This is an optimization exercise on Yosys and OpenROAD, whose aim is small area, a short achievable clock period and few clock cycles per item, not a production implementation.
Where RTL was checked, it was by simulation tests only, not by an equivalence proof against the original.

==> 01-11: inputs <==
Design tick_cpu_job_scheduler, start of the top module:
module tick_cpu_job_scheduler #(
	parameter int MAX_JOBS  = tcjs_pkg::MAX_JOBS_DEF,
	parameter int TIME_BITS = tcjs_pkg::TIME_BITS_DEF
) (
	input  logic                          clk,
	input  logic                          arst_n,
	input  logic                          cfg_write,
	input  logic [tcjs_pkg::CIDX_W-1:0]   cfg_index,
	input  logic [tcjs_pkg::CFG_W-1:0]    cfg_data,
	input  logic                          in_valid,
	output logic                          in_stall,
	input  logic                          operation,
	input  logic [tcjs_pkg::ID_W-1:0]     job_id,
	input  logic [tcjs_pkg::BURST_W-1:0]  job_burst,
	input  logic [tcjs_pkg::PRIO_W-1:0]   job_priority,
	input  logic [tcjs_pkg::ARR_W-1:0]    job_arrival,
	output logic                          out_valid,
	input  logic                          out_stall,
	output logic                          table_full,
	output logic                          running_valid,
	output logic [tcjs_pkg::ID_W-1:0]     running_id,
	output logic                          job_finished,
	output logic [tcjs_pkg::TICK_W-1:0]   turnaround_ticks,
	output logic [tcjs_pkg::TICK_W-1:0]   waiting_ticks,
	output logic [tcjs_pkg::SUM_W-1:0]    sum_turnaround,
	output logic [tcjs_pkg::SUM_W-1:0]    sum_waiting,
	output logic [tcjs_pkg::DONE_W-1:0]   done_count,
	output logic [tcjs_pkg::TICK_W-1:0]   now_tick
);
make LEC_CHECK=0 CAP_MARGIN=20 CORE_MARGIN=2 CORE_UTILIZATION=40 SETUP_SLACK_MARGIN=2.5 SLEW_MARGIN=20 finish   # period 10.0 ns
run.sh (not shown) runs the stock make flow with config.mk's settings and CLKGATE_MAP_FILE= SYNTH_SCRIPT=/design/flow/synth_recipe.tcl, a recipe that flattens the netlist after the stock synthesis.
==> 03-22: changes against 01-11 <==
--- a/flow/design.v
+++ b/flow/design.v
@@ -27,11 +27,12 @@
 	for (genvar x = 0; x < 4; x++) begin : g_x
 		for (genvar y = x + 1; y < 4; y++) begin : g_y
 			tcjs_lt #(.W(W)) u_lt (
 				.a  ({!v[x], key[x*KW +: KW], !prec[4*x+y]}),
 				.b  ({!v[y], key[y*KW +: KW], 1'b1}),
-				.lt (lt_xy[x][y])
+				.lt (lt_xy[x][y]),
+				.gt ()
 			);
 		end
 	end
 	always_comb begin
 		for (int x = 0; x < 4; x++) begin
@@ -52,11 +53,12 @@
 module tcjs_lt #(
 	parameter int W = 18
 ) (
 	input  logic [W-1:0] a,
 	input  logic [W-1:0] b,
-	output logic         lt
+	output logic         lt,
+	output logic         gt
 );
 	logic [31:0] l0, g0;
 	logic [15:0] l1, g1;
 	logic [7:0]  l2, g2;
 	logic [3:0]  l3, g3;
@@ -82,10 +84,11 @@
 	for (genvar k = 0; k < 2; k++) begin : g_4
 		assign l4[k] = l3[2*k+1] | (~g3[2*k+1] & l3[2*k]);
 		assign g4[k] = g3[2*k+1] | (~l3[2*k+1] & g3[2*k]);
 	end
 	assign lt = l4[1] | (~g4[1] & l4[0]);
+	assign gt = g4[1] | (~l4[1] & g4[0]);
 endmodule
 module tcjs_datapath (
 	input  logic        clk,
 	input  logic        arst_n,
 	input  logic        cfg_write,
@@ -184,10 +187,11 @@
 	logic [15:0]  s_q;
 	logic         lock_v_q;
 	logic [3:0]   lock_s_q;
 	logic [31:0] t_inc;
 	assign t_inc = t_q + 32'd1;
+	logic [N-1:0] add_oh, dec_oh, dec_t;
 	logic [N-1:0] prec [N];
 	always_comb begin
 		for (int i = 0; i < N; i++)
 			for (int j = 0; j < N; j++)
 				prec[i][j] = (i < j) ? p_q[i][j] : ((i > j) ? !p_q[j][i] : 1'b0);
@@ -217,30 +221,69 @@
 	logic         lock_hit;
 	logic [N-1:0] lock_oh, cand;
 	assign lock_oh  = N'(1) << lock_s_q;
 	assign lock_hit = np_mode && lock_v_q && rdy[lock_s_q];
 	assign cand     = (run_mode ? rdy : '0) & (lock_hit ? lock_oh : '1);
+	localparam logic [11:0] PXV = {2'd2, 2'd1, 2'd1, 2'd0, 2'd0, 2'd0};
+	localparam logic [11:0] PYV = {2'd3, 2'd3, 2'd2, 2'd3, 2'd2, 2'd1};
+	logic [5:0]  lrr_q [4], grr_q [4], lpr_q [4], gpr_q [4];
 	logic [3:0]  gwin [4];
 	logic [3:0]  gv;
 	logic [15:0] gkey [4];
 	logic [1:0]  gidx [4];
+	logic [15:0] rr_m1 [N];
 	for (genvar g = 0; g < 4; g++) begin : g_l1
-		logic [63:0] k4;
-		logic [15:0] p4;
+		logic [5:0] bxy;       
+		logic [3:0] c4;
+		assign c4 = cand[4*g +: 4];
 		always_comb begin
-			for (int x = 0; x < 4; x++) begin
-				k4[x*16 +: 16] = key[4*g+x];
-				for (int y = 0; y < 4; y++) p4[4*x+y] = prec[4*g+x][4*g+y];
+			for (int p = 0; p < 6; p++)
+				bxy[p] = (key_burst & lrr_q[g][p]) | (key_prio & lpr_q[g][p]) |
+				         (!(key_burst & grr_q[g][p]) & !(key_prio & gpr_q[g][p]) &
+				          prec[4*g+PXV[2*p +: 2]][4*g+PYV[2*p +: 2]]);
+			gwin[g] = c4;
+			for (int p = 0; p < 6; p++) begin
+				if (c4[PYV[2*p +: 2]] && !bxy[p]) gwin[g][PXV[2*p +: 2]] = 1'b0;
+				if (c4[PXV[2*p +: 2]] &&  bxy[p]) gwin[g][PYV[2*p +: 2]] = 1'b0;
 			end
-		end
-		tcjs_grp4 #(.KW(16)) u_grp (.v(cand[4*g +: 4]), .key(k4), .prec(p4), .win(gwin[g]));
-		always_comb begin
-			gv[g] = |cand[4*g +: 4];
+			gv[g] = |c4;
 			gkey[g] = '0;
-			for (int x = 0; x < 4; x++) if (gwin[g][x]) gkey[g] = gkey[g] | k4[x*16 +: 16];
+			for (int x = 0; x < 4; x++) if (gwin[g][x]) gkey[g] = gkey[g] | key[4*g+x];
 			gidx[g] = {gwin[g][3] | gwin[g][2], gwin[g][3] | gwin[g][1]};
 		end
+		logic [15:0] opa;
+		logic [3:0]  lta, gta, ltp, gtp;
+		always_comb begin
+			opa = '0;
+			for (int x = 0; x < 4; x++) if (gwin[g][x]) opa = opa | rr_m1[4*g+x];
+			if (!e_op) opa = add_rr;
+		end
+		for (genvar k = 0; k < 4; k++) begin : g_k
+			tcjs_lt #(.W(16)) u_ca (.a(opa), .b(rr_q[4*g+k]), .lt(lta[k]), .gt(gta[k]));
+			tcjs_lt #(.W(8))  u_cp (.a(e_prio), .b(pr_q[4*g+k]), .lt(ltp[k]), .gt(gtp[k]));
+		end
+		always_ff @(posedge clk) begin
+			for (int p = 0; p < 6; p++) begin
+				if (add_oh[4*g+PXV[2*p +: 2]]) begin
+					lrr_q[g][p] <= lta[PYV[2*p +: 2]];
+					grr_q[g][p] <= gta[PYV[2*p +: 2]];
+					lpr_q[g][p] <= ltp[PYV[2*p +: 2]];
+					gpr_q[g][p] <= gtp[PYV[2*p +: 2]];
+				end else if (add_oh[4*g+PYV[2*p +: 2]]) begin
+					lrr_q[g][p] <= gta[PXV[2*p +: 2]];
+					grr_q[g][p] <= lta[PXV[2*p +: 2]];
+					lpr_q[g][p] <= gtp[PXV[2*p +: 2]];
+					gpr_q[g][p] <= ltp[PXV[2*p +: 2]];
+				end else if (dec_t[4*g+PXV[2*p +: 2]]) begin
+					lrr_q[g][p] <= lta[PYV[2*p +: 2]];
+					grr_q[g][p] <= gta[PYV[2*p +: 2]];
+				end else if (dec_t[4*g+PYV[2*p +: 2]]) begin
+					lrr_q[g][p] <= gta[PXV[2*p +: 2]];
+					grr_q[g][p] <= lta[PXV[2*p +: 2]];
+				end
+			end
+		end
 	end
 	logic [15:0] p2;
 	logic [63:0] k2;
 	always_comb begin
 		for (int x = 0; x < 4; x++) begin
@@ -263,30 +306,30 @@
 	always_comb begin
 		widx = '0;
 		for (int i = 0; i < N; i++) if (win[i]) widx = widx | 4'(i);
 	end
 	logic [N-1:0] zero;
-	logic [15:0]  rr_m1 [N];
 	always_comb begin
 		for (int i = 0; i < N; i++) begin
 			zero[i]  = (rr_q[i] == 16'd0);
 			rr_m1[i] = rr_q[i] - 16'd1;
 		end
 	end
 	logic         done;
-	logic [N-1:0] fin_oh, dec_oh;
+	logic [N-1:0] fin_oh;
 	assign fin_oh = win & zero;
 	assign dec_oh = win & ~zero;
 	assign done   = |fin_oh;
+	assign dec_t  = ex_tick ? dec_oh : '0;
 	logic [15:0] qv, s0, s1, s_next;
 	logic        rot;
 	assign qv = (quant_q == 16'd0) ? 16'd1 : quant_q;
 	assign s0 = (s_q == 16'd0) ? qv : s_q;
 	assign s1 = s0 - 16'd1;
 	assign rot = rr_mode && (s1 == 16'd0);
 	assign s_next = (done || s1 == 16'd0) ? qv : s1;
-	logic [N-1:0] add_oh, adm_oh, wrest_oh, rot_oh, rdy_oh;
+	logic [N-1:0] adm_oh, wrest_oh, rot_oh, rdy_oh;
 	assign add_oh   = (ex_add && !full) ? add_sel : '0;
 	assign adm_oh   = ex_tick ? adm : '0;
 	assign wrest_oh = w_q & ~a_q;
 	assign rdy_oh   = rdy;
 	assign rot_oh   = (ex_tick && rot) ? dec_oh : '0;
Settings changed: SETUP_SLACK_MARGIN 2.5 to 3.5.
==> 01-07: changes against 01-11 <==
--- a/flow/design.v
+++ b/flow/design.v
@@ -27,11 +27,12 @@
 	for (genvar x = 0; x < 4; x++) begin : g_x
 		for (genvar y = x + 1; y < 4; y++) begin : g_y
 			tcjs_lt #(.W(W)) u_lt (
 				.a  ({!v[x], key[x*KW +: KW], !prec[4*x+y]}),
 				.b  ({!v[y], key[y*KW +: KW], 1'b1}),
-				.lt (lt_xy[x][y])
+				.lt (lt_xy[x][y]),
+				.gt ()
 			);
 		end
 	end
 	always_comb begin
 		for (int x = 0; x < 4; x++) begin
@@ -52,11 +53,12 @@
 module tcjs_lt #(
 	parameter int W = 18
 ) (
 	input  logic [W-1:0] a,
 	input  logic [W-1:0] b,
-	output logic         lt
+	output logic         lt,
+	output logic         gt
 );
 	logic [31:0] l0, g0;
 	logic [15:0] l1, g1;
 	logic [7:0]  l2, g2;
 	logic [3:0]  l3, g3;
@@ -82,10 +84,11 @@
 	for (genvar k = 0; k < 2; k++) begin : g_4
 		assign l4[k] = l3[2*k+1] | (~g3[2*k+1] & l3[2*k]);
 		assign g4[k] = g3[2*k+1] | (~l3[2*k+1] & g3[2*k]);
 	end
 	assign lt = l4[1] | (~g4[1] & l4[0]);
+	assign gt = g4[1] | (~l4[1] & g4[0]);
 endmodule
 module tcjs_datapath (
 	input  logic        clk,
 	input  logic        arst_n,
 	input  logic        cfg_write,
@@ -181,13 +184,14 @@
 	logic [15:0]  rr_q   [N];              
 	logic [N-1:0] p_q    [N];              
 	logic [31:0]  t_q;
 	logic [15:0]  s_q;
 	logic         lock_v_q;
-	logic [3:0]   lock_s_q;
+	logic [N-1:0] lock_oh_q;               
 	logic [31:0] t_inc;
 	assign t_inc = t_q + 32'd1;
+	logic [N-1:0] add_oh, dec_oh, dec_t;
 	logic [N-1:0] prec [N];
 	always_comb begin
 		for (int i = 0; i < N; i++)
 			for (int j = 0; j < N; j++)
 				prec[i][j] = (i < j) ? p_q[i][j] : ((i > j) ? !p_q[j][i] : 1'b0);
@@ -213,34 +217,72 @@
 	always_comb begin
 		for (int i = 0; i < N; i++)
 			key[i] = (rr_q[i] & {16{key_burst}}) | ({8'd0, pr_q[i]} & {16{key_prio}});
 	end
 	logic         lock_hit;
-	logic [N-1:0] lock_oh, cand;
-	assign lock_oh  = N'(1) << lock_s_q;
-	assign lock_hit = np_mode && lock_v_q && rdy[lock_s_q];
-	assign cand     = (run_mode ? rdy : '0) & (lock_hit ? lock_oh : '1);
+	logic [N-1:0] cand;
+	assign lock_hit = np_mode && lock_v_q;
+	assign cand     = (run_mode ? rdy : '0) & (lock_hit ? lock_oh_q : '1);
+	localparam logic [11:0] PXV = {2'd2, 2'd1, 2'd1, 2'd0, 2'd0, 2'd0};
+	localparam logic [11:0] PYV = {2'd3, 2'd3, 2'd2, 2'd3, 2'd2, 2'd1};
+	logic [5:0]  lrr_q [4], grr_q [4], lpr_q [4], gpr_q [4];
 	logic [3:0]  gwin [4];
 	logic [3:0]  gv;
 	logic [15:0] gkey [4];
 	logic [1:0]  gidx [4];
+	logic [15:0] rr_m1 [N];
 	for (genvar g = 0; g < 4; g++) begin : g_l1
-		logic [63:0] k4;
-		logic [15:0] p4;
+		logic [5:0] bxy;       
+		logic [3:0] c4;
+		assign c4 = cand[4*g +: 4];
 		always_comb begin
-			for (int x = 0; x < 4; x++) begin
-				k4[x*16 +: 16] = key[4*g+x];
-				for (int y = 0; y < 4; y++) p4[4*x+y] = prec[4*g+x][4*g+y];
+			for (int p = 0; p < 6; p++)
+				bxy[p] = (key_burst & lrr_q[g][p]) | (key_prio & lpr_q[g][p]) |
+				         (!(key_burst & grr_q[g][p]) & !(key_prio & gpr_q[g][p]) &
+				          prec[4*g+PXV[2*p +: 2]][4*g+PYV[2*p +: 2]]);
+			gwin[g] = c4;
+			for (int p = 0; p < 6; p++) begin
+				if (c4[PYV[2*p +: 2]] && !bxy[p]) gwin[g][PXV[2*p +: 2]] = 1'b0;
+				if (c4[PXV[2*p +: 2]] &&  bxy[p]) gwin[g][PYV[2*p +: 2]] = 1'b0;
 			end
-		end
-		tcjs_grp4 #(.KW(16)) u_grp (.v(cand[4*g +: 4]), .key(k4), .prec(p4), .win(gwin[g]));
-		always_comb begin
-			gv[g] = |cand[4*g +: 4];
+			gv[g] = |c4;
 			gkey[g] = '0;
-			for (int x = 0; x < 4; x++) if (gwin[g][x]) gkey[g] = gkey[g] | k4[x*16 +: 16];
+			for (int x = 0; x < 4; x++) if (gwin[g][x]) gkey[g] = gkey[g] | key[4*g+x];
 			gidx[g] = {gwin[g][3] | gwin[g][2], gwin[g][3] | gwin[g][1]};
 		end
+		logic [15:0] opa;
+		logic [3:0]  lta, gta, ltp, gtp;
+		always_comb begin
+			opa = '0;
+			for (int x = 0; x < 4; x++) if (gwin[g][x]) opa = opa | rr_m1[4*g+x];
+			if (!e_op) opa = add_rr;
+		end
+		for (genvar k = 0; k < 4; k++) begin : g_k
+			tcjs_lt #(.W(16)) u_ca (.a(opa), .b(rr_q[4*g+k]), .lt(lta[k]), .gt(gta[k]));
+			tcjs_lt #(.W(8))  u_cp (.a(e_prio), .b(pr_q[4*g+k]), .lt(ltp[k]), .gt(gtp[k]));
+		end
+		always_ff @(posedge clk) begin
+			for (int p = 0; p < 6; p++) begin
+				if (add_oh[4*g+PXV[2*p +: 2]]) begin
+					lrr_q[g][p] <= lta[PYV[2*p +: 2]];
+					grr_q[g][p] <= gta[PYV[2*p +: 2]];
+					lpr_q[g][p] <= ltp[PYV[2*p +: 2]];
+					gpr_q[g][p] <= gtp[PYV[2*p +: 2]];
+				end else if (add_oh[4*g+PYV[2*p +: 2]]) begin
+					lrr_q[g][p] <= gta[PXV[2*p +: 2]];
+					grr_q[g][p] <= lta[PXV[2*p +: 2]];
+					lpr_q[g][p] <= gtp[PXV[2*p +: 2]];
+					gpr_q[g][p] <= ltp[PXV[2*p +: 2]];
+				end else if (dec_t[4*g+PXV[2*p +: 2]]) begin
+					lrr_q[g][p] <= lta[PYV[2*p +: 2]];
+					grr_q[g][p] <= gta[PYV[2*p +: 2]];
+				end else if (dec_t[4*g+PYV[2*p +: 2]]) begin
+					lrr_q[g][p] <= gta[PXV[2*p +: 2]];
+					grr_q[g][p] <= lta[PXV[2*p +: 2]];
+				end
+			end
+		end
 	end
 	logic [15:0] p2;
 	logic [63:0] k2;
 	always_comb begin
 		for (int x = 0; x < 4; x++) begin
@@ -263,31 +305,31 @@
 	always_comb begin
 		widx = '0;
 		for (int i = 0; i < N; i++) if (win[i]) widx = widx | 4'(i);
 	end
 	logic [N-1:0] zero;
-	logic [15:0]  rr_m1 [N];
 	always_comb begin
 		for (int i = 0; i < N; i++) begin
 			zero[i]  = (rr_q[i] == 16'd0);
 			rr_m1[i] = rr_q[i] - 16'd1;
 		end
 	end
 	logic         done;
-	logic [N-1:0] fin_oh, dec_oh;
+	logic [N-1:0] fin_oh;
 	assign fin_oh = win & zero;
 	assign dec_oh = win & ~zero;
 	assign done   = |fin_oh;
+	assign dec_t  = ex_tick ? dec_oh : '0;
 	logic [15:0] qv, s0, s1, s_next;
 	logic        rot;
 	assign qv = (quant_q == 16'd0) ? 16'd1 : quant_q;
 	assign s0 = (s_q == 16'd0) ? qv : s_q;
 	assign s1 = s0 - 16'd1;
 	assign rot = rr_mode && (s1 == 16'd0);
 	assign s_next = (done || s1 == 16'd0) ? qv : s1;
-	logic [N-1:0] add_oh, adm_oh, wrest_oh, rot_oh, rdy_oh;
-	assign add_oh   = (ex_add && !full) ? add_sel : '0;
+	logic [N-1:0] adm_oh, wrest_oh, rot_oh, rdy_oh;
+	assign add_oh   = ex_add ? empty : '0;
 	assign adm_oh   = ex_tick ? adm : '0;
 	assign wrest_oh = w_q & ~a_q;
 	assign rdy_oh   = rdy;
 	assign rot_oh   = (ex_tick && rot) ? dec_oh : '0;
 	always_ff @(posedge clk or negedge arst_n) begin
@@ -295,29 +337,29 @@
 			w_q      <= '0;
 			r_q      <= '0;
 			t_q      <= '0;
 			s_q      <= '0;
 			lock_v_q <= 1'b0;
-			lock_s_q <= '0;
+			lock_oh_q <= '0;
 		end else if (ex_add) begin
-			if (!full) w_q <= w_q | add_sel;
+			w_q <= w_q | add_sel;
 		end else if (ex_tick) begin
 			w_q <= w_q & ~adm;
 			r_q <= rdy & ~fin_oh;
 			t_q <= t_inc;
 			if (np_mode) begin
 				lock_v_q <= ran && !done;
-				lock_s_q <= ran ? widx : 4'd0;
+				lock_oh_q <= win;
 			end else if (run_mode) begin
 				lock_v_q <= 1'b0;
 			end
 			if (ran && rr_mode) s_q <= s_next;
 		end
 	end
 	always_ff @(posedge clk) begin
 		for (int i = 0; i < N; i++) begin
-			if (ex_add && add_sel[i] && !full) begin
+			if (ex_add && empty[i]) begin
 				id_q[i]   <= e_id;
 				pr_q[i]   <= e_prio;
 				arr_q[i]  <= e_arr;
 				orig_q[i] <= add_orig;
 				rr_q[i]   <= add_rr;
Settings changed: CORE_UTILIZATION 40 to 50, CTS_CLUSTER_DIAMETER set to 120, CTS_CLUSTER_SIZE set to 24, SETUP_SLACK_MARGIN 2.5 to 3.5.
==> flow_metrics.env <==
export IMPL_status="finished clean"
export IMPL_critPathMaxFanout=77
export IMPL_syn_cell_area_um2=111800
export IMPL_rows=194
export IMPL_switching_power_mw=15.52
export IMPL_clkbuf_count=283
export IMPL_antenna_found_initial=48
the above is filed under 03-22

==> flow_metrics.env <==
export IMPL_status="finished clean"
export IMPL_critPathMaxFanout=8
export IMPL_clkbuf_count=299
export IMPL_antenna_found_initial=27
export IMPL_syn_cell_area_um2=109900
export IMPL_rows=192
export IMPL_switching_power_mw=14.00
export IMPL_regMostFlops="u_dp.arr_q"
the above is filed under 01-11

==> flow_metrics.env <==
export IMPL_status="finished clean"
export IMPL_critPathMaxFanout=15
export IMPL_syn_cell_area_um2=113000
export IMPL_clkbuf_count=161
export IMPL_rows=174
export IMPL_antenna_found_initial=33
the above is filed under 01-07

Testbench counts of 01-07, summed over its fixed seeds: cycles 7,424, items 7,200.
The RTL of 01-11 and 03-22 was laid out without a check of its function.

-- separate check: timing with driven ports --
No port has a modelled driver above. Below, the same layouts with a new extraction and two added sets of constraints. Step 1, drivers: a clkbuf_16 drives clk and a buf_2 each remaining input, both assumed. Step 2 also shifts input and output timing later by t, the mid clock arrival at the registers, as if the neighbouring blocks saw the same clock. Three values: no drivers, after step 1, after step 2; two values: the first two.
run | shift t [ns] | setup slack, ns | worst setup path at the end | worst data-port slew with drivers (ns)
01-11 | 1.002 | 2.231 / 2.231 / 2.231 | register to register | 0.19
03-22 | 1.010 | 3.402 / 3.402 / 2.555 | input to register | 0.09
01-07 | 0.931 | 3.452 / 3.452 / 2.692 | input to register | 0.08
After both steps setup and hold are still met in every run listed. The setup slack of 03-22, which loses most, moves by 0.000 ns with the drivers and by -0.847 ns with both steps.
